From an optimization exercise on the open Yosys and OpenROAD flow, aimed at small area and a short achievable clock period; shortcuts taken in it are not production practice.
Where RTL was checked, it was by simulation tests only, not by an equivalence proof against the original.
Power and IR drop assume default switching activity.

==> inputs of run a <==
## multi_channel_snooper
module multi_channel_snooper
#(
    parameter int NUM_CH      = 4,
    parameter int TDATA_WIDTH = 512,
    parameter int TKEEP_WIDTH = TDATA_WIDTH / 8,
    parameter int CNT_WIDTH   = 20
) (
    input  logic                          clk,
    input  logic                          areset,
    input  logic [NUM_CH*TKEEP_WIDTH-1:0] mon_TKEEP,
    input  logic [NUM_CH-1:0]             mon_TVALID,
    input  logic [NUM_CH-1:0]             mon_TREADY,
    input  logic [NUM_CH-1:0]             mon_TLAST,
    input  logic [NUM_CH-1:0]             ch_enable,
    input  logic                          measure,
    output logic [63:0]                   report_TDATA,
    output logic [7:0]                    report_TKEEP,
    output logic                          report_TVALID,
    input  logic                          report_TREADY,
    output logic                          report_TLAST,
    output logic                          busy,
    output logic [NUM_CH*CNT_WIDTH-1:0]   pkt_size,
    output logic [NUM_CH-1:0]             pkt_size_valid,
    output logic                          measure_sync_out
);
Settings: LEC_CHECK=0, CAP_MARGIN=20, CORE_MARGIN=2, CORE_UTILIZATION=65, CTS_BUF_LIST=sky130_fd_sc_hd__clkbuf_8, SLEW_MARGIN=20; clock period 14.0 ns.
run.sh (not shown) runs the stock make flow with config.mk's settings and CLKGATE_MAP_FILE= SYNTH_SCRIPT=/design/flow/synth_recipe.tcl, a recipe that flattens the netlist after the stock synthesis.
==> run b (differences from run a) <==
--- a/flow/config.mk
+++ b/flow/config.mk
@@ -8,5 +8,4 @@
 export CAP_MARGIN = 20
 export CORE_MARGIN = 2
-export CORE_UTILIZATION = 65
-export CTS_BUF_LIST = sky130_fd_sc_hd__clkbuf_8
+export CORE_UTILIZATION = 40
 export SLEW_MARGIN = 20
==> summary of the runs <==
- Against run b, the non-clock buffer count of run a is lower by 9.
- In maximum frequency, run a and run b hardly differ.
- Cell area: run b is larger than run a (about 2%).
- First-iteration DRC count: run b is smaller than run a (30%).
- Combinational power: run b is lower than run a (about 6%).
- Of run a and run b, run b has the higher final cell count (gap 7.9%, measured against run b).
- In synthesized cell count, run a and run b do not differ.
- In run b the clock power is larger than in run a, by about 14%.
- Against run b, the worst setup slack of run a is higher by 0.012 ns.

* * *

==> harbor <==
Another version of the RTL of multi_channel_snooper (not shown whole).
==> flow/config.mk <==
export PLATFORM = sky130hd
export DESIGN_NAME = multi_channel_snooper
export DESIGN_NICKNAME = multi_channel_snooper
export VERILOG_FILES = /design/flow/design.v
export SDC_FILE = /design/flow/constraint.sdc
export NUM_CORES = 4
export LEC_CHECK = 0
export CAP_MARGIN = 20
export CORE_MARGIN = 2
export CORE_UTILIZATION = 40
export SLEW_MARGIN = 20
==> flow/constraint.sdc <==
create_clock -name core_clock -period 14.0 [get_ports {clk}]
set_input_delay 2.8000 -clock core_clock [delete_from_list [all_inputs] [get_ports {clk}]]
set_output_delay 2.8000 -clock core_clock [all_outputs]
set_load 0.01 [all_outputs]
standard.sh (not shown) runs the stock make flow with config.mk's settings and CLKGATE_MAP_FILE= SYNTH_SCRIPT=/design/flow/synth_recipe.tcl, a recipe that flattens the netlist after the stock synthesis.
==> flow/flow/run.sh <==
#!/bin/bash
# Layout flow: the standard layout (standard synthesis unchanged), with the port buffers
# made from a small buffer instead of the resizer's default delay cell, timing repair aiming
# for a setup slack of 8 ns at the design's clock, and a leaner clock tree. Every tool's
# output goes to a log file in this folder; ORFS keeps its per-step logs under orfs/logs/.
set -euo pipefail
bash standard.sh synth > synth.log 2>&1
bash standard.sh "BUFFER_PORTS_ARGS=-buffer_cell sky130_fd_sc_hd__buf_1" SETUP_SLACK_MARGIN=8.6 TNS_END_PERCENT=5 \
    "CTS_ARGS=-sink_clustering_enable -repair_clock_nets -dont_use_dummy_load -sink_clustering_size 24 -sink_clustering_max_diameter 120" finish > layout.log 2>&1
==> inputs of garnet, as changes to harbor <==
--- a/flow/flow/run.sh
+++ b/flow/flow/run.sh
@@ -6,4 +6,4 @@
 set -euo pipefail
 bash standard.sh synth > synth.log 2>&1
-bash standard.sh "BUFFER_PORTS_ARGS=-buffer_cell sky130_fd_sc_hd__buf_1" SETUP_SLACK_MARGIN=8.6 TNS_END_PERCENT=5 \
+bash standard.sh "BUFFER_PORTS_ARGS=-buffer_cell sky130_fd_sc_hd__buf_1" SETUP_SLACK_MARGIN=8.3 \
     "CTS_ARGS=-sink_clustering_enable -repair_clock_nets -dont_use_dummy_load -sink_clustering_size 24 -sink_clustering_max_diameter 120" finish > layout.log 2>&1
==> inputs of xenon, as changes to harbor <==
--- a/flow/flow/run.sh
+++ b/flow/flow/run.sh
@@ -6,4 +6,4 @@
 set -euo pipefail
 bash standard.sh synth > synth.log 2>&1
-bash standard.sh "BUFFER_PORTS_ARGS=-buffer_cell sky130_fd_sc_hd__buf_1" SETUP_SLACK_MARGIN=8.6 TNS_END_PERCENT=5 \
+bash standard.sh "BUFFER_PORTS_ARGS=-buffer_cell sky130_fd_sc_hd__buf_1" SETUP_SLACK_MARGIN=8.9 TNS_END_PERCENT=5 \
     "CTS_ARGS=-sink_clustering_enable -repair_clock_nets -dont_use_dummy_load -sink_clustering_size 24 -sink_clustering_max_diameter 120" finish > layout.log 2>&1
==> summary of the runs <==
- Of harbor and garnet, harbor has the higher global-route usage (gap 0.10 points).
- Design area: garnet > xenon > harbor.
- Via count: harbor < xenon < garnet.
- Fmax: garnet is larger than harbor (about 0.37%).
- In xenon the sequential share of layout area is higher than in garnet, by 0.36 points.
- In die area, garnet and xenon do not differ.
- Against xenon, the first-iteration DRC count of garnet is lower by 5.2%.
- Against garnet, the critical path depth of xenon is lower by 4.
==> figures <==
Status: garnet timing/DRC/antenna clean; harbor timing/DRC/antenna clean; xenon timing/DRC/antenna clean
Number of multi-input logic gates: garnet 2607; harbor 2605; xenon 2605
Share of cell area taken by multi-input logic gates: garnet 52.83%; harbor 52.65%; xenon 52.60%
Share of total power consumed by net switching: garnet 39.76%; harbor 39.44%; xenon 39.52%
FF/Latch Area: garnet 12700 sq um; harbor 12690 sq um; xenon 12700 sq um
Logic depth of the worst path, buffers included: garnet 13; harbor 9; xenon 9
Logic power comb: garnet 2.91 mW; harbor 2.72 mW; xenon 2.69 mW
Largest net degree at the start of global routing: garnet 78; harbor 89; xenon 89
Crit path DAT: garnet 2.94 ns; harbor 2.96 ns; xenon 2.96 ns
Leakage power: garnet 14.85 nW; harbor 14.63 nW; xenon 14.67 nW
Clock network fraction of design power: garnet 15.1%; harbor 15.8%; xenon 15.8%
Count of instances resized after the clock tree is built: garnet 193; harbor 198; xenon 204
Clock Power: garnet 853 uW; harbor 861 uW; xenon 862 uW
Total power: garnet 5.641 mW; harbor 5.460 mW; xenon 5.439 mW
Iteration-0 DRC count of the detailed router: garnet 2659; harbor 2661; xenon 2804
CTS buffer count: garnet 26; harbor 27; xenon 27
Non-filler cells in the finished layout: garnet 5024; harbor 5006; xenon 5012
Final clock period utilization by the worst path: garnet 40.99%; harbor 41.14%; xenon 41.14%
No run of this note included a check of the RTL's function; only the layout flow was run.

## what the ideal ports hide
The flow's constraints put no driver on any port. The routed layouts listed below were extracted and timed again, unchanged, in two steps. Step 1 sets driving cells, clkbuf_16 on the clock port and buf_2 on the other inputs (assumed; they add their load-dependent delay and slew). Step 2 also shifts input and output timing later by t, the mid clock arrival at the registers, as if the neighbouring blocks saw the same clock. Three values: no drivers, after step 1, after step 2; two values: the first two.
run	t, ns	setup WS [ns]	worst setup path after step 2	clock arrival spread, ns	slew at the worst register clock pin (ns)
run a	0.760	6.677 / 6.613 / 6.443	input to register	0.054 / 0.053	0.07 / 0.07
run b	0.714	6.664 / 6.594 / 6.550	input to register	0.025 / 0.025	0.07 / 0.07
harbor	0.644	8.241 / 8.180 / 7.713	input to register	0.045 / 0.044	0.10 / 0.10
garnet	0.655	8.262 / 8.201 / 7.743	input to register	0.034 / 0.035	0.11 / 0.11
xenon	0.644	8.240 / 8.179 / 7.735	input to register	0.044 / 0.044	0.11 / 0.11
After both steps every run listed still meets setup and hold. The setup slack of harbor, which loses most, moves by -0.061 ns with the drivers and by -0.528 ns with both steps.
